Background: an optimization exercise with open tools, aiming at small area and few clock cycles. Do not read the settings as production practice.
In this exercise RTL edits were held to simulation tests only and were not proved equivalent to the original.
Power figures rest on the tool's default switching activity, not on a simulated workload.

===== flow/run.sh =====
#!/bin/bash
# synth_recipe.tcl (not shown) runs the flow's synth.tcl, then flattens the netlist and writes it again
# the make line also repeats each setting of config.mk as NAME=value (left out here)
make -C /OpenROAD-flow-scripts/flow DESIGN_CONFIG=/design/flow/config.mk WORK_HOME=/design/flow/orfs CLKGATE_MAP_FILE= SYNTH_SCRIPT=/design/flow/synth_recipe.tcl finish

===== flow/config.mk =====
export PLATFORM = sky130hd
export DESIGN_NAME = servo_led_command_parser_top
export DESIGN_NICKNAME = servo_led_command_parser_top
export VERILOG_FILES = /design/flow/design.v
export SDC_FILE = /design/flow/constraint.sdc
export NUM_CORES = 4
export LEC_CHECK = 0
export CAP_MARGIN = 20
export CORE_MARGIN = 2
export CORE_UTILIZATION = 40
export SLEW_MARGIN = 20

===== flow/constraint.sdc =====
create_clock -name core_clock -period 6.0 [get_ports {clk}]
set_input_delay 1.2000 -clock core_clock [delete_from_list [all_inputs] [get_ports {clk}]]
set_output_delay 1.2000 -clock core_clock [all_outputs]
set_load 0.01 [all_outputs]

===== flow/design.v =====
`timescale 1ns / 1ps
package slcp_pkg;
  localparam logic [15:0] IDLE_TIMEOUT_RST = 16'd100;
  localparam logic [15:0] PULSE_MIN_RST    = 16'd700;
  localparam logic [15:0] PULSE_MAX_RST    = 16'd2300;
  localparam logic [15:0] STOP_PULSE_RST   = 16'd1500;
  localparam logic [1:0] ACT_PULSE  = 2'd0;
  localparam logic [1:0] ACT_COLOUR = 2'd1;
  localparam logic [1:0] ACT_SHOW   = 2'd2;
  localparam logic [1:0] ACT_STOP   = 2'd3;
  localparam logic [4:0] C_WS    = 5'h10;
  localparam logic [4:0] C_PLUS  = 5'h11;
  localparam logic [4:0] C_MINUS = 5'h12;
  localparam logic [4:0] C_X     = 5'h13;
  localparam logic [4:0] C_S     = 5'h14;
  localparam logic [4:0] C_L     = 5'h15;
  localparam logic [4:0] C_COMMA = 5'h16;
  localparam logic [4:0] C_CLOSE = 5'h17;
  localparam logic [4:0] C_OTHER = 5'h18;
  localparam logic [4:0] C_TICK  = 5'h19;
  typedef struct packed {
    logic [15:0] idle_timeout_ms;
    logic [15:0] pulse_min_us;
    logic [15:0] pulse_max_us;
    logic [15:0] stop_pulse_us;
  } cfg_t;
endpackage
`timescale 1ns / 1ps
module slcp_cfg_regs (
  input  logic               clk,
  input  logic               rst_n,
  input  logic               cfg_we,
  input  logic [1:0]         cfg_index,
  input  logic [15:0]        cfg_wdata,
  output slcp_pkg::cfg_t     cfg
);
  slcp_pkg::cfg_t cfg_r;
  always_ff @(posedge clk) begin
    if (!rst_n) begin
      cfg_r.idle_timeout_ms <= slcp_pkg::IDLE_TIMEOUT_RST;
      cfg_r.pulse_min_us    <= slcp_pkg::PULSE_MIN_RST;
      cfg_r.pulse_max_us    <= slcp_pkg::PULSE_MAX_RST;
      cfg_r.stop_pulse_us   <= slcp_pkg::STOP_PULSE_RST;
    end else if (cfg_we) begin
      case (cfg_index)
        2'd0: cfg_r.idle_timeout_ms <= cfg_wdata;
        2'd1: cfg_r.pulse_min_us    <= cfg_wdata;
        2'd2: cfg_r.pulse_max_us    <= cfg_wdata;
        default: cfg_r.stop_pulse_us <= cfg_wdata;
      endcase
    end
  end
  assign cfg = cfg_r;
endmodule
`timescale 1ns / 1ps
module slcp_parser (
  input  logic            clk,
  input  logic            rst_n,
  input  logic            in_valid,
  output logic            in_ready,
  input  logic            in_kind,
  input  logic [7:0]      in_byte,
  input  slcp_pkg::cfg_t  cfg,
  input  logic            out_busy,      
  input  logic            out_free,      
  output logic            push,
  output logic [1:0]      push_action,
  output logic [2:0]      push_channel,
  output logic [23:0]     push_payload,
  output logic            push_show      
);
  localparam logic [1:0] MODE_NONE  = 2'd0;
  localparam logic [1:0] MODE_SERVO = 2'd1;
  localparam logic [1:0] MODE_LED   = 2'd2;
  localparam logic [2:0] PH_SPACE  = 3'd0;
  localparam logic [2:0] PH_SIGN   = 3'd1;
  localparam logic [2:0] PH_ZERO   = 3'd2;
  localparam logic [2:0] PH_PREFIX = 3'd3;
  localparam logic [2:0] PH_DIGITS = 3'd4;
  localparam logic [2:0] PH_DONE   = 3'd5;
  logic       s1_v_r;
  logic [4:0] s1_c_r;
  logic [4:0] cls;
  logic [1:0]  mode_r;
  logic [2:0]  phase_r;
  logic [2:0]  idx_r;
  logic        neg_r;
  logic [23:0] lo_r;
  logic [3:0]  up_r;
  logic        tnz_r, t7_r;
  logic [15:0] idle_r;
  logic [1:0]  mode_n;
  logic [2:0]  phase_n;
  logic [2:0]  idx_n;
  logic        neg_n;
  logic [23:0] lo_n;
  logic [3:0]  up_n;
  logic        tnz_n, t7_n;
  logic [15:0] idle_n;
  logic        is_led, is_servo, is_tick, is_dig, dok, is_term, is_close;
  logic [3:0]  dval;
  logic [19:0] s_acc;
  logic [15:0] idle_inc;
  logic        stop_fire, servo_ok, fin_ok, produces, process, process_st;
  logic [23:0] colour;
  logic        clr, acc;
  always_comb begin
    if (in_kind) cls = slcp_pkg::C_TICK;
    else if (in_byte >= 8'h30 && in_byte <= 8'h39) cls = {1'b0, in_byte[3:0]};
    else if ((in_byte >= 8'h61 && in_byte <= 8'h66) || (in_byte >= 8'h41 && in_byte <= 8'h46))
      cls = {1'b0, 4'(in_byte[2:0] + 3'd1) + 4'd8};
    else if (in_byte == 8'h2C) cls = slcp_pkg::C_COMMA;
    else if (in_byte == 8'h3B || in_byte == 8'h0A) cls = slcp_pkg::C_CLOSE;
    else if (in_byte == 8'h20 || (in_byte >= 8'h09 && in_byte <= 8'h0D)) cls = slcp_pkg::C_WS;
    else if (in_byte == 8'h2B) cls = slcp_pkg::C_PLUS;
    else if (in_byte == 8'h2D) cls = slcp_pkg::C_MINUS;
    else if (in_byte == 8'h78 || in_byte == 8'h58) cls = slcp_pkg::C_X;
    else if (in_byte == 8'h73) cls = slcp_pkg::C_S;
    else if (in_byte == 8'h6C) cls = slcp_pkg::C_L;
    else cls = slcp_pkg::C_OTHER;
  end
  assign is_led   = (mode_r == MODE_LED);
  assign is_servo = (mode_r == MODE_SERVO);
  assign is_tick  = (s1_c_r == slcp_pkg::C_TICK);
  assign is_dig   = !s1_c_r[4];
  assign dval     = s1_c_r[3:0];
  assign dok      = is_dig && (is_led || dval <= 4'd9);
  assign is_close = (s1_c_r == slcp_pkg::C_CLOSE);
  assign is_term  = (mode_r != MODE_NONE) && (is_close || s1_c_r == slcp_pkg::C_COMMA);
  assign idle_inc  = (idle_r != 16'hFFFF) ? (idle_r + 16'd1) : idle_r;
  assign stop_fire = (idle_inc > cfg.idle_timeout_ms);
  assign servo_ok = is_servo && (idx_r < 3'd6) && !tnz_r &&
                    (!neg_r || lo_r[15:0] == 16'd0) &&
                    (lo_r[15:0] >= cfg.pulse_min_us) && (lo_r[15:0] <= cfg.pulse_max_us);
  assign fin_ok   = servo_ok || (is_led && idx_r < 3'd6);
  assign colour   = t7_r ? {24{!neg_r}} : (neg_r ? (24'd0 - lo_r) : lo_r);
  assign produces   = is_tick ? stop_fire : (is_term && (fin_ok || (is_led && is_close)));
  assign process_st = s1_v_r && (!produces || !out_busy);
  assign process    = s1_v_r && (!produces || out_free);
  assign in_ready   = !s1_v_r || process_st;
  assign push         = process && produces;
  assign push_action  = is_tick ? slcp_pkg::ACT_STOP :
                        !fin_ok ? slcp_pkg::ACT_SHOW :
                        is_led  ? slcp_pkg::ACT_COLOUR : slcp_pkg::ACT_PULSE;
  assign push_channel = (is_tick || !fin_ok) ? 3'd0 : idx_r;
  assign push_payload = is_tick ? {8'd0, cfg.stop_pulse_us} :
                        !fin_ok ? 24'd0 :
                        is_led  ? colour : {8'd0, lo_r[15:0]};
  assign push_show    = !is_tick && fin_ok && is_led && is_close;
  assign s_acc = {lo_r[15:0], 3'b000} + {2'b00, lo_r[15:0], 1'b0} + {16'd0, dval};
  always_comb begin
    mode_n  = mode_r;
    phase_n = phase_r;
    idx_n   = idx_r;
    neg_n   = neg_r;
    idle_n  = idle_r;
    clr     = 1'b0;
    acc     = 1'b0;
    if (is_tick) begin
      idle_n = stop_fire ? 16'd0 : idle_inc;
    end else if (mode_r == MODE_NONE) begin
      if (s1_c_r == slcp_pkg::C_S || s1_c_r == slcp_pkg::C_L) begin
        mode_n = (s1_c_r == slcp_pkg::C_S) ? MODE_SERVO : MODE_LED;
        idx_n  = 3'd0;
        clr    = 1'b1;
      end
    end else if (is_term) begin
      clr = 1'b1;
      if (servo_ok) idle_n = 16'd0;
      if (is_close) begin
        mode_n = MODE_NONE;
        idx_n  = 3'd0;
      end else if (idx_r != 3'd7) begin
        idx_n = idx_r + 3'd1;
      end
    end else begin
      case (phase_r)
        PH_SPACE, PH_SIGN: begin
          if (phase_r == PH_SPACE && s1_c_r == slcp_pkg::C_WS) begin
            phase_n = PH_SPACE;
          end else if (phase_r == PH_SPACE &&
                       (s1_c_r == slcp_pkg::C_PLUS || s1_c_r == slcp_pkg::C_MINUS)) begin
            neg_n   = (s1_c_r == slcp_pkg::C_MINUS);
            phase_n = PH_SIGN;
          end else if (!dok) begin
            phase_n = PH_DONE;
          end else if (is_led && dval == 4'd0) begin
            phase_n = PH_ZERO;
          end else begin
            acc     = 1'b1;
            phase_n = PH_DIGITS;
          end
        end
        PH_ZERO: begin
          if (s1_c_r == slcp_pkg::C_X) begin
            phase_n = PH_PREFIX;
          end else if (!dok) begin
            phase_n = PH_DONE;
          end else begin
            acc     = 1'b1;
            phase_n = PH_DIGITS;
          end
        end
        PH_PREFIX, PH_DIGITS: begin
          if (!dok) begin
            phase_n = PH_DONE;
          end else begin
            acc     = 1'b1;
            phase_n = PH_DIGITS;
          end
        end
        default: ;
      endcase
    end
  end
  always_comb begin
    lo_n  = lo_r;
    up_n  = up_r;
    tnz_n = tnz_r;
    t7_n  = t7_r;
    if (clr) begin
      lo_n    = 24'd0;
      up_n    = 4'd0;
      tnz_n   = 1'b0;
      t7_n    = 1'b0;
    end else if (acc) begin
      if (is_led) begin
        if (tnz_r) begin
          lo_n = 24'hFFFFFF;
          up_n = 4'hF;
          t7_n = 1'b1;
        end else begin
          lo_n  = {lo_r[19:0], dval};
          up_n  = lo_r[23:20];
          tnz_n = (up_r != 4'd0);
          t7_n  = up_r[3];
        end
      end else if (!tnz_r) begin
        if (s_acc[19:16] != 4'd0) tnz_n = 1'b1;
        else lo_n[15:0] = s_acc[15:0];
      end
    end
  end
  always_ff @(posedge clk) begin
    if (!rst_n) begin
      s1_v_r <= 1'b0;
    end else if (in_ready) begin
      s1_v_r <= in_valid;
    end else if (process) begin
      s1_v_r <= 1'b0;
    end
  end
  always_ff @(posedge clk) begin
    if (in_ready) s1_c_r <= cls;
  end
  always_ff @(posedge clk) begin
    if (!rst_n) begin
      mode_r <= MODE_NONE;
      idle_r <= 16'd0;
    end else if (process) begin
      mode_r <= mode_n;
      idle_r <= idle_n;
    end
  end
  always_ff @(posedge clk) begin
    if (process) begin
      phase_r <= clr ? PH_SPACE : phase_n;
      idx_r   <= idx_n;
      neg_r   <= clr ? 1'b0 : neg_n;
      lo_r    <= lo_n;
      up_r    <= up_n;
      tnz_r   <= tnz_n;
      t7_r    <= t7_n;
    end
  end
endmodule
`timescale 1ns / 1ps
module slcp_res_queue (
  input  logic            clk,
  input  logic            rst_n,
  input  logic            push,
  input  logic [1:0]      push_action,
  input  logic [2:0]      push_channel,
  input  logic [23:0]     push_payload,
  input  logic            push_show,
  output logic            out_busy,
  output logic            out_free,
  input  logic            out_ready,
  output logic            out_valid,
  output logic [1:0]      out_action,
  output logic [2:0]      out_channel,
  output logic [23:0]     out_payload,
  output logic            out_last
);
  logic        v_r, show_r;
  logic [1:0]  act_r;
  logic [2:0]  ch_r;
  logic [23:0] pay_r;
  logic        pop;
  assign pop      = v_r && out_ready;
  assign out_busy = v_r;
  assign out_free = !v_r || (out_ready && !show_r);
  always_ff @(posedge clk) begin
    if (!rst_n) begin
      v_r <= 1'b0;
    end else if (push) begin
      v_r <= 1'b1;
    end else if (pop && !show_r) begin
      v_r <= 1'b0;
    end
  end
  always_ff @(posedge clk) begin
    if (push) begin
      act_r  <= push_action;
      ch_r   <= push_channel;
      pay_r  <= push_payload;
      show_r <= push_show;
    end else if (pop && show_r) begin
      act_r  <= slcp_pkg::ACT_SHOW;
      ch_r   <= 3'd0;
      pay_r  <= 24'd0;
      show_r <= 1'b0;
    end
  end
  assign out_valid   = v_r;
  assign out_action  = act_r;
  assign out_channel = ch_r;
  assign out_payload = pay_r;
  assign out_last    = !show_r;
endmodule
`timescale 1ns / 1ps
module servo_led_command_parser_top (
  input  logic        clk,
  input  logic        rst_n,
  input  logic        in_valid,
  output logic        in_ready,
  input  logic        in_kind,
  input  logic [7:0]  in_byte,
  output logic        out_valid,
  input  logic        out_ready,
  output logic [1:0]  out_action,
  output logic [2:0]  out_channel,
  output logic [23:0] out_payload,
  output logic        out_last,
  input  logic        cfg_we,
  input  logic [1:0]  cfg_index,
  input  logic [15:0] cfg_wdata
);
  slcp_pkg::cfg_t cfg;
  logic        out_busy, out_free, push, push_show;
  logic [1:0]  push_action;
  logic [2:0]  push_channel;
  logic [23:0] push_payload;
  slcp_cfg_regs u_cfg (
    .clk       (clk),
    .rst_n     (rst_n),
    .cfg_we    (cfg_we),
    .cfg_index (cfg_index),
    .cfg_wdata (cfg_wdata),
    .cfg       (cfg)
  );
  slcp_parser u_parser (
    .clk          (clk),
    .rst_n        (rst_n),
    .in_valid     (in_valid),
    .in_ready     (in_ready),
    .in_kind      (in_kind),
    .in_byte      (in_byte),
    .cfg          (cfg),
    .out_busy     (out_busy),
    .out_free     (out_free),
    .push         (push),
    .push_action  (push_action),
    .push_channel (push_channel),
    .push_payload (push_payload),
    .push_show    (push_show)
  );
  slcp_res_queue u_queue (
    .clk          (clk),
    .rst_n        (rst_n),
    .push         (push),
    .push_action  (push_action),
    .push_channel (push_channel),
    .push_payload (push_payload),
    .push_show    (push_show),
    .out_busy     (out_busy),
    .out_free     (out_free),
    .out_ready    (out_ready),
    .out_valid    (out_valid),
    .out_action   (out_action),
    .out_channel  (out_channel),
    .out_payload  (out_payload),
    .out_last     (out_last)
  );
endmodule

==> key figures, run 1 <==
Outcome
  • Status: timing/DRC/antenna clean

Synth
  • Cells after Synth: about 1100
  • Yosys cell types: 76
  • Post-synthesis register bit count: between 150 and 200
  • Main synth FF type: dfxtp_1
  • Sequential cell area fraction in the yosys report: around two fifths
  • Mean Syn Cell Area: between 8 and 9 um2
  • Syn nets: ~1300
  • Yosys synthesis warning count: 3
  • Cell area after synthesis: around 9800 um2
  • Ys async rst share: 0%
  • EDFF count, synth: 72

Clocking
  • Clk slew on worst S/H paths: 0.07 ns
  • H-tree levels: 4
  • Clock sink total: around 160
  • Clock tree root buffer cell: clkbuf_16
  • # hold bufs at CTS: 0
  • CTS buffer count: 17
  • CTS max path bufs: 2
  • CTS tree: built
  • Clock latency (worst-skew pair): 0.44 ns

Layout
  • Layout cells sized above 1: approximately 7.4%
  • Commonest cells after routing, fill and taps aside: 160 x nand2_1, 129 x nor2_1, 111 x a21oi_1
  • Most common cell after layout, fill and taps aside: nand2_1
  • P&R area growth vs syn: 16.81%
  • # fillers: roughly 2300
  • Non-Filler Instances: around 1500
  • Final net count: approximately 1300
  • N_diodes: 0

Setup path
  • Top Family by Delay on Critical Path: simple AND/OR/NAND/NOR gates
  • CP Launch Type: register
  • CP Max Fanout: 8
  • CP peak stage delay: between 0.5 and 0.6 ns
  • Critical Path AT: around 4.2 ns
  • Worst path most repeated cell: nand4_1
  • Cell Chain, Critical Path: and4_2 -> nand4_1 -> nor3_4 -> nand4_1 -> nand2b_4 -> nor3_1 -> xor2_1 -> ha_1 -> nand4_1 -> or4_4 -> o221ai_4 -> nand3_2 -> a221oi_4 -> nand2_1 -> dlymetal6s2s_1
  • R2R setup slack: between 0.8 and 0.9 ns
  • CP required: between 4 and 5 ns
  • Critical-path top delay cell: or4_4
  • CP Capture Type: output port
  • Buf+Inv Stages, Crit Path: 1
  • Crit path kind: register to output port

GRT
  • Tot GR Track Use: roughly 20%
  • Initial antenna violation count: 0
  • GRT overflow: 0
  • First-pass GRT wire length: 41.37 mm
  • Largest net degree at the start of global routing: 53
  • Vias in the first global route: between 7000 and 8000

Power and ir drop
  • Final Power: ~2.4 mW
  • Leak Pwr: 4.347 nW
  • Pwr Density: about 210 nW/um2
  • Worst vdd ir: ~0.00015 V

STA
  • Min Tclk post-route: about 5.4 ns
  • Fmax: around 0.18 GHz
  • Setup TNS Final: 0 ns
  • Final number of setup-violating endpoints: 0
  • RSZ-0062 raised after global routing: no
  • Hold_ws: around 0.46 ns
  • Final hold vios: 0
  • Final clock skew: ~0.011 ns
  • Rel. slew slack: a little under half
  • Crit share post-route: 90.31%
  • Pins Over Slew Limit: 0
  • Slew @ Worst Pin: roughly 0.79 ns

Routing
  • Drt total wl: between 20 and 30 mm
  • DR DRC count: 0
  • First drt pass iteration count: 5
  • Via Count: ~8300
  • DR iter-0 viols: a little over 500
  • Final ANT Viol Nets: 0
  • Via-per-instance ratio: about 5.4
  • DR WL/cell: approximately 17 um

Floorplan
  • Starting density of the core: between 40% and 50%
  • IO Pins: 64
  • Chip Width: around 160 um
  • CORE AREA: 24180 um2
  • Die area: between 20000 and 30000 um2
  • Die Y: 160.6 um
  • Core Rows: 57

Placement
  • DP Wirelength: 18.45 mm
  • Routability Congestion: between 0.8 and 0.9
  • Buffers on Ports: 63
  • Placed cells: 1490

Run
  • Max Cap Violations: 0

Worst hold path
  • HP Class: register to register
-- area by class of cell --
type	instances	area (um2)	area share (%)
multi-input combinational	861	5538	48.32
timing repair buffer	88	820.8	7.162
clock buffer	19	464.2	4.051
inverter	65	244.0	2.129
clock inverter	13	141.4	1.234
tap	324	405.4	3.538
sequential	156	3846	33.56
-- metrics by stage --
stage	setup WS (ns)	instance area [um2]	util [%]
after global placement	0.3283	10790	44.62
after floorplan	0.3115	9811	-
after global routing	0.2406	11460	47.40
after CTS	0.08935	11410	47.19
after detailed placement	0.2885	10790	44.62
final	0.5814	11460	47.40
-- worst register-to-register path: stages (launching register included) --
cell and delay, ns:
dfxtp_2 0.40, and4_2 0.27, nand4_1 0.21, nor3_4 0.25, nand4_1 0.20, nand2b_4 0.16
nor3_1 0.07, xor2_1 0.18, ha_1 0.33, nand4_1 0.14, or4_4 0.53, or3_4 0.42
a31oi_4 0.25, a22oi_2 0.12, a21o_1 0.30, nor2_1 0.22, o31a_1 0.69
-- synthesized netlist by cell type (6+ instances only) --
| master | instances | area, um2 |
|---|---|---|
| a211oi_1 | 8 | 60.06 |
| a21o_1 | 10 | 75.07 |
| a21oi_1 | 112 | 560.5 |
| a22o_1 | 18 | 157.7 |
| a31oi_1 | 6 | 37.54 |
| and2_1 | 9 | 56.30 |
| and3_1 | 7 | 43.79 |
| buf_2 | 7 | 35.03 |
| clkbuf_1 | 48 | 180.2 |
| dfxtp_1 | 84 | 1682 |
| edfxtp_1 | 72 | 2162 |
| ha_1 | 87 | 1089 |
| inv_1 | 64 | 240.2 |
| mux2i_1 | 11 | 110.1 |
| nand2_1 | 160 | 600.6 |
| nand2b_1 | 10 | 62.56 |
| nand3_1 | 33 | 165.2 |
| nand4_1 | 13 | 81.33 |
| nor2_1 | 129 | 484.2 |
| nor2b_1 | 15 | 93.84 |
| nor3_1 | 27 | 135.1 |
| nor3b_1 | 6 | 45.04 |
| nor4_1 | 12 | 75.07 |
| o211ai_1 | 21 | 157.7 |
| o21a_1 | 6 | 45.04 |
| o21ai_0 | 23 | 115.1 |
| o22a_1 | 7 | 61.31 |
| o31ai_1 | 15 | 112.6 |
| or2_2 | 7 | 43.79 |
| or3_1 | 8 | 50.05 |
| xnor2_1 | 28 | 245.2 |
| xor2_1 | 10 | 87.58 |
-- logic make-up (layout without fill, tap and decap cells) --
kind of cell / after synthesis / count (layout) / synth area share (%)
multiplexers: 12 / 12 / 1.237
AO/OA/AOI/OAI: 267 / 267 / 18.01
flip-flops: 156 / 156 / 39.18
buffers and inverters: 123 / 185 / 4.910
AND/OR/NAND/NOR: 455 / 455 / 21.77
adder cells (fa/ha/maj): 89 / 89 / 11.50
XOR/XNOR: 38 / 38 / 3.392
-- per-layer routing --
metal / global-route usage (%) / part of all wire (%) / vias up
li1: - / - / 4168
met1: 27.96 / 48 / 3887
met2: 31.88 / 45 / 201
met3: 3.073 / 4.1 / 39
met4: 7.944 / 2.4 / 0
met5: 0 / 0 / -
-- registers in the layout, indices dropped and copies added, names as in the netlist, 3 cells and up --
signal / cells
u_cfg.cfg_r: 64
u_parser.idle_r: 16
u_parser.idx_r: 3
u_parser.lo_r: 24
u_parser.phase_r: 3
u_parser.s1_c_r: 5
u_parser.up_r: 4
u_queue.ch_r: 3
u_queue.pay_r: 24
-- where the power goes --
part           leakage [nW]  internal [mW]  switching, mW
registers              1.28           1.12         0.0117
clock network         0.296          0.624          0.487
logic                  2.77         0.0618         0.0955
-- path summary, 6_finish.rpt --
kind,startpoint,end,cells past startpoint
worst min register to register,u_cfg.cfg_r[30],u_cfg.cfg_r[30],2
worst min-delay path,u_cfg.cfg_r[30],u_cfg.cfg_r[30],2
worst max register to register,u_parser.idle_r[6],u_parser.lo_r[5],16
worst max-delay path,u_parser.idle_r[6],in_ready,15
-- what timing repair did --
| action | 4_1_cts | 5_1_grt |
|---|---|---|
| pin swaps | 1 | 2 |
| endpoints found under the setup margin | 1 | 1 |
| buffers inserted | 1 | 3 |
| gates resized for setup | 2 | 7 |
Testbench counts, summed over its fixed seeds: cycles 86,807.
==> run 2, diff against run 1 <==
--- a/flow/design.v
+++ b/flow/design.v
@@ -37,16 +37,18 @@
   slcp_pkg::cfg_t cfg_r;
+  logic [15:0] wd_z, wd_o;
+  assign wd_z = cfg_wdata & {16{rst_n}};
+  assign wd_o = cfg_wdata | {16{!rst_n}};
+  function automatic logic [15:0] rst_sel(input logic [15:0] rv, input logic [15:0] z,
+                                          input logic [15:0] o);
+    for (int i = 0; i < 16; i++) rst_sel[i] = rv[i] ? o[i] : z[i];
+  endfunction
   always_ff @(posedge clk) begin
-    if (!rst_n) begin
-      cfg_r.idle_timeout_ms <= slcp_pkg::IDLE_TIMEOUT_RST;
-      cfg_r.pulse_min_us    <= slcp_pkg::PULSE_MIN_RST;
-      cfg_r.pulse_max_us    <= slcp_pkg::PULSE_MAX_RST;
-      cfg_r.stop_pulse_us   <= slcp_pkg::STOP_PULSE_RST;
-    end else if (cfg_we) begin
-      case (cfg_index)
-        2'd0: cfg_r.idle_timeout_ms <= cfg_wdata;
-        2'd1: cfg_r.pulse_min_us    <= cfg_wdata;
-        2'd2: cfg_r.pulse_max_us    <= cfg_wdata;
-        default: cfg_r.stop_pulse_us <= cfg_wdata;
-      endcase
-    end
+    if (!rst_n || (cfg_we && cfg_index == 2'd0))
+      cfg_r.idle_timeout_ms <= rst_sel(slcp_pkg::IDLE_TIMEOUT_RST, wd_z, wd_o);
+    if (!rst_n || (cfg_we && cfg_index == 2'd1))
+      cfg_r.pulse_min_us    <= rst_sel(slcp_pkg::PULSE_MIN_RST, wd_z, wd_o);
+    if (!rst_n || (cfg_we && cfg_index == 2'd2))
+      cfg_r.pulse_max_us    <= rst_sel(slcp_pkg::PULSE_MAX_RST, wd_z, wd_o);
+    if (!rst_n || (cfg_we && cfg_index == 2'd3))
+      cfg_r.stop_pulse_us   <= rst_sel(slcp_pkg::STOP_PULSE_RST, wd_z, wd_o);
   end
@@ -88,3 +90,3 @@
   logic [23:0] lo_r;
-  logic [3:0]  up_r;
+  logic        unz_r, u3_r;
   logic        tnz_r, t7_r;
@@ -96,3 +98,3 @@
   logic [23:0] lo_n;
-  logic [3:0]  up_n;
+  logic        unz_n, u3_n;
   logic        tnz_n, t7_n;
@@ -129,9 +131,38 @@
   assign is_term  = (mode_r != MODE_NONE) && (is_close || s1_c_r == slcp_pkg::C_COMMA);
-  assign idle_inc  = (idle_r != 16'hFFFF) ? (idle_r + 16'd1) : idle_r;
-  assign stop_fire = (idle_inc > cfg.idle_timeout_ms);
+  logic [16:0] ic;
+  always_comb begin
+    ic[0] = 1'b1;
+    for (int i = 0; i < 16; i++) begin
+      idle_inc[i] = idle_r[i] ^ ic[i];
+      ic[i+1]     = idle_r[i] & ic[i];
+    end
+    idle_inc = idle_inc | {16{ic[16]}};
+  end
+  logic [16:0] g_idle, g_min, g_max;
+  always_comb begin
+    g_idle[0] = 1'b1;
+    g_min[0]  = 1'b1;
+    g_max[0]  = 1'b1;
+    for (int i = 0; i < 16; i++) begin
+      g_idle[i+1] = (idle_r[i] & !cfg.idle_timeout_ms[i]) | (idle_r[i] & g_idle[i]) |
+                    (!cfg.idle_timeout_ms[i] & g_idle[i]);
+      g_min[i+1]  = (lo_r[i] & !cfg.pulse_min_us[i]) | (lo_r[i] & g_min[i]) |
+                    (!cfg.pulse_min_us[i] & g_min[i]);
+      g_max[i+1]  = (cfg.pulse_max_us[i] & !lo_r[i]) | (cfg.pulse_max_us[i] & g_max[i]) |
+                    (!lo_r[i] & g_max[i]);
+    end
+  end
+  assign stop_fire = g_idle[16] && !(&cfg.idle_timeout_ms);
   assign servo_ok = is_servo && (idx_r < 3'd6) && !tnz_r &&
                     (!neg_r || lo_r[15:0] == 16'd0) &&
-                    (lo_r[15:0] >= cfg.pulse_min_us) && (lo_r[15:0] <= cfg.pulse_max_us);
+                    g_min[16] && g_max[16];
   assign fin_ok   = servo_ok || (is_led && idx_r < 3'd6);
-  assign colour   = t7_r ? {24{!neg_r}} : (neg_r ? (24'd0 - lo_r) : lo_r);
+  logic [24:0] nz;
+  always_comb begin
+    nz[0] = 1'b0;
+    for (int i = 0; i < 24; i++) begin
+      colour[i] = t7_r ? !neg_r : (lo_r[i] ^ (neg_r & nz[i]));
+      nz[i+1]   = nz[i] | lo_r[i];
+    end
+  end
   assign produces   = is_tick ? stop_fire : (is_term && (fin_ok || (is_led && is_close)));
@@ -146,6 +177,15 @@
   assign push_payload = is_tick ? {8'd0, cfg.stop_pulse_us} :
-                        !fin_ok ? 24'd0 :
-                        is_led  ? colour : {8'd0, lo_r[15:0]};
+                        !fin_ok ? 24'd0 : colour;
   assign push_show    = !is_tick && fin_ok && is_led && is_close;
-  assign s_acc = {lo_r[15:0], 3'b000} + {2'b00, lo_r[15:0], 1'b0} + {16'd0, dval};
+  logic [19:0] sx, sy;
+  logic [20:0] sc;
+  assign sx = {1'b0, lo_r[15:0], dval[2] | dval[3], dval[1] | dval[3], dval[0]};
+  assign sy = {3'b000, lo_r[15:0], dval[3]};
+  always_comb begin
+    sc[0] = dval[3];
+    for (int i = 0; i < 20; i++) begin
+      s_acc[i] = sx[i] ^ sy[i] ^ sc[i];
+      sc[i+1]  = (sx[i] & sy[i]) | (sx[i] & sc[i]) | (sy[i] & sc[i]);
+    end
+  end
   always_comb begin
@@ -217,3 +257,4 @@
     lo_n  = lo_r;
-    up_n  = up_r;
+    unz_n = unz_r;
+    u3_n  = u3_r;
     tnz_n = tnz_r;
@@ -222,3 +263,4 @@
       lo_n    = 24'd0;
-      up_n    = 4'd0;
+      unz_n   = 1'b0;
+      u3_n    = 1'b0;
       tnz_n   = 1'b0;
@@ -229,3 +271,4 @@
           lo_n = 24'hFFFFFF;
-          up_n = 4'hF;
+          unz_n = 1'b1;
+          u3_n  = 1'b1;
           t7_n = 1'b1;
@@ -233,5 +276,6 @@
           lo_n  = {lo_r[19:0], dval};
-          up_n  = lo_r[23:20];
-          tnz_n = (up_r != 4'd0);
-          t7_n  = up_r[3];
+          unz_n = (lo_r[23:20] != 4'd0);
+          u3_n  = lo_r[23];
+          tnz_n = unz_r;
+          t7_n  = u3_r;
         end
@@ -270,3 +314,4 @@
       lo_r    <= lo_n;
-      up_r    <= up_n;
+      unz_r   <= unz_n;
+      u3_r    <= u3_n;
       tnz_r   <= tnz_n;
==> key figures, run 2 <==
Outcome
  • Status: complete, but fails checks
  • Layout check faults: setup timing

Setup path
  • CP Max Fanout: 16
  • Critical Path Source: u_parser.s1_c_r[3]
  • Reg2reg start: u_parser.s1_c_r[3]
  • Worst path most repeated cell: fa_2
  • Reg2reg path depth: 26
  • CP required: between 6 and 7 ns
  • Critical-path top delay cell: edfxtp_1
  • CP peak stage delay: ~0.42 ns
  • Crit path kind: register to register
  • CP Launch Type: register
  • Critical Path AT: 7.46 ns
  • Worst r2r dst: u_parser.lo_r[1]
  • R2R setup slack: -1.28 ns
  • CP Capture Type: register

Synth
  • Mean Syn Cell Area: between 10 and 15 um2
  • Ys async rst share: 0%
  • Top cells by area, synth: edfxtp_1 47%, dfxtp_1 4.7%, nor2_1 4.6%
  • Largest area contributor in the synthesized netlist: edfxtp_1
  • Syn nets: approximately 860
  • Top-count cell post-synth: edfxtp_1
  • Synth top cells by count: 134 x edfxtp_1, 106 x nor2_1, 47 x inv_1
  • Cells after Synth: approximately 800
  • Yosys top cell area share: 47.00%
  • EDFF count, synth: around 130
  • Post-synthesis register bit count: around 150
  • Main synth FF type: edfxtp_1
  • Yosys cell types: 79
  • Cell area after synthesis: roughly 8600 um2
  • Yosys synthesis warning count: 3
  • Sequential cell area fraction in the yosys report: about 52%

Routing
  • Drt total wl: about 21 mm
  • First drt pass iteration count: 5
  • DR iter-0 viols: approximately 600
  • Final ANT Viol Nets: 0
  • Via-per-instance ratio: around 5.6
  • DR DRC count: 0
  • Via Count: about 6400
  • DR WL/cell: 18.08 um

Placement
  • Placed inst area: ~9600 um2
  • Placed cells: ~1100
  • DP Wirelength: between 15 and 20 mm
  • Buffers on Ports: 63
  • Routability Congestion: 0.8899
  • Setup WS pre-CTS: -1.327 ns

Floorplan
  • IO Pins: 64
  • Chip Width: between 150 and 200 um
  • CORE AREA: 21020 um2
  • Starting density of the core: about two fifths
  • Die Y: ~150 um
  • Core Rows: 53
  • Die area: approximately 23000 um2

Layout
  • Top reg by flops: u_cfg.cfg_r
  • Final instance area: about 10000 um2
  • Max reg flops: 64
  • P&R area growth vs syn: 20.65%
  • Most common cell after layout, fill and taps aside: edfxtp_1
  • N_diodes: 0
  • Final net count: a little over 900
  • Commonest cells after routing, fill and taps aside: 134 x edfxtp_1, 101 x nor2_1, 63 x clkdlybuf4s50_1
  • Post-layout util: roughly 49%
  • Regs by FF count: u_cfg.cfg_r (64), u_parser.lo_r (24), u_queue.pay_r (24)
  • Layout cells sized above 1: about an eighth
  • Non-Filler Instances: 1151

STA
  • Min Tclk post-route: 7.276 ns
  • Crit share post-route: 121.3%
  • Rel. slew slack: between 30% and 40%
  • Pins Over Slew Limit: 0
  • Setup TNS Final: -21.85 ns
  • RSZ-0062 raised after global routing: yes
  • Setup WS post-layout: -1.276 ns
  • Slew @ Worst Pin: about 0.97 ns
  • Final clock skew: around 0.0073 ns
  • Fmax: 0.1374 GHz
  • Final hold vios: 0
  • Hold_ws: roughly 0.49 ns
  • Final number of setup-violating endpoints: 18

Clocking
  • H-tree levels: 4
  • Clock sink total: around 150
  • Clock latency (worst-skew pair): about 0.43 ns
  • CTS buffer count: 17
  • Clk slew on worst S/H paths: ~0.06 ns
  • CTS tree: built
  • CTS max path bufs: 2
  • Clock tree root buffer cell: clkbuf_16

GRT
  • Largest net degree at the start of global routing: 35
  • Vias in the first global route: between 6000 and 7000
  • First-pass GRT wire length: 32.99 mm
  • Tot GR Track Use: 19.32%
  • GRT overflow: 0
  • Initial antenna violation count: 0

Power and ir drop
  • Worst vdd ir: 0.0001828 V
  • Leak Pwr: between 3 and 4 nW
  • Final Power: 2.506 mW
  • Pwr Density: roughly 240 nW/um2

Worst hold path
  • Hold path depth: 1
  • Hold Path End: u_parser.idle_r[0]
  • HP Class: register to register
  • Min-Delay Startpoint: u_parser.idle_r[0]

Run
  • Max Cap Violations: 0
## run 2: cell types whose count changed after synthesis, moves of 16 or more
cell | before | now
nand3_1 | 33 | 9
o211ai_1 | 21 | 3
nor2_1 | 129 | 106
o2bb2ai_1 | 1 | 30
nor3_1 | 27 | 43
xnor2_1 | 28 | 7
edfxtp_1 | 72 | 134
a22o_1 | 18 | 2
ha_1 | 87 | 23
nand2_1 | 160 | 29
dfxtp_1 | 84 | 20
a21oi_1 | 112 | 28
inv_1 | 64 | 47
## run 2: cells by family after synthesis
logic type	Yosys count	share of synthesized area [%]
fa+ha+maj	46	7.921
compound gates	192	16.67
xor+xnor	8	0.8184
simple gates	300	18.19
mux	3	0.3653
buf+inv	90	4.355
flops	154	51.67
## run 2: how the worst max path moves through the flow
stage,to,cells after the start
after floorplan,u_parser.lo_r[0],25
after global placement,u_parser.lo_r[7],26
after detailed placement,u_parser.lo_r[4],26
after CTS,u_parser.lo_r[1],26
after global routing,u_parser.lo_r[1],26
final,u_parser.lo_r[1],26
## run 2: what timing repair did
action | 4_1_cts | 5_1_grt
hold buffers | 0 | 0
pin swaps | 4 | 2
buffers inserted | 0 | 2
setup endpoints to repair | 19 | 19
gates resized for setup | 10 | 4
## run 2: where the power goes
| part | internal [mW] | switching, mW |
|---|---|---|
| logic | 0.0658 | 0.0806 |
| registers | 1.21 | 0.0297 |
| clock network | 0.666 | 0.455 |
## run 2: metal layers
metal / wire length (um) / part of all wire (%) / vias to the layer above / global-route usage (%)
met3: 1195 / 5.7 / 26 / 4.303
met5: 0 / 0 / - / 0
met4: 365 / 1.8 / 0 / 5.660
met1: 9531 / 46 / 3092 / 26.77
li1: - / - / 3119 / -
met2: 9717 / 47 / 205 / 30.43
## run 2: final cells by class
type                       instances  area [um2]
clock inverter                    14       186.4
timing repair buffer              94       883.3
multi-input combinational        549        3884
sequential                       154        4424
inverter                          47       178.9
clock buffer                      18       429.2
tap                              275       344.1
fill                            1874       10690
## run 2: critical path, delay by kind of cell (launching register included)
family / cells / cell delay (ns)
compound gates: 1 / 0.32
fa+ha+maj: 18 / 5.71
simple gates: 3 / 0.28
flops: 1 / 0.42
buf+inv: 4 / 0.31
Testbench counts of run 2, summed over its fixed seeds: cycles 86,807.

port drivers added, routing unchanged:
No port has a modelled driver above. Below, the same layouts with a new extraction and two added sets of constraints. Step 1 sets driving cells, clkbuf_16 on the clock port and buf_2 on the other inputs (assumed; they add their load-dependent delay and slew). Step 2 adds t to the input delays and takes it off the output delays; t is the mean of the earliest and latest rising clock arrival at the registers after step 1. Input paths then give back, and output paths get back, about the clock's delay inside the block. a / b / c = ideal / step 1 / step 2; a / b = the first two.
| run | shift t [ns] | setup WS [ns] | worst data-port slew with drivers (ns) | pins driven straight from the clock port |
|---|---|---|---|---|
| run 1 | 0.475 | 0.581 / 0.538 / 0.882 | 0.03 | 1 |
| run 2 | 0.469 | -1.276 / -1.276 / -1.276 | 0.05 | 1 |
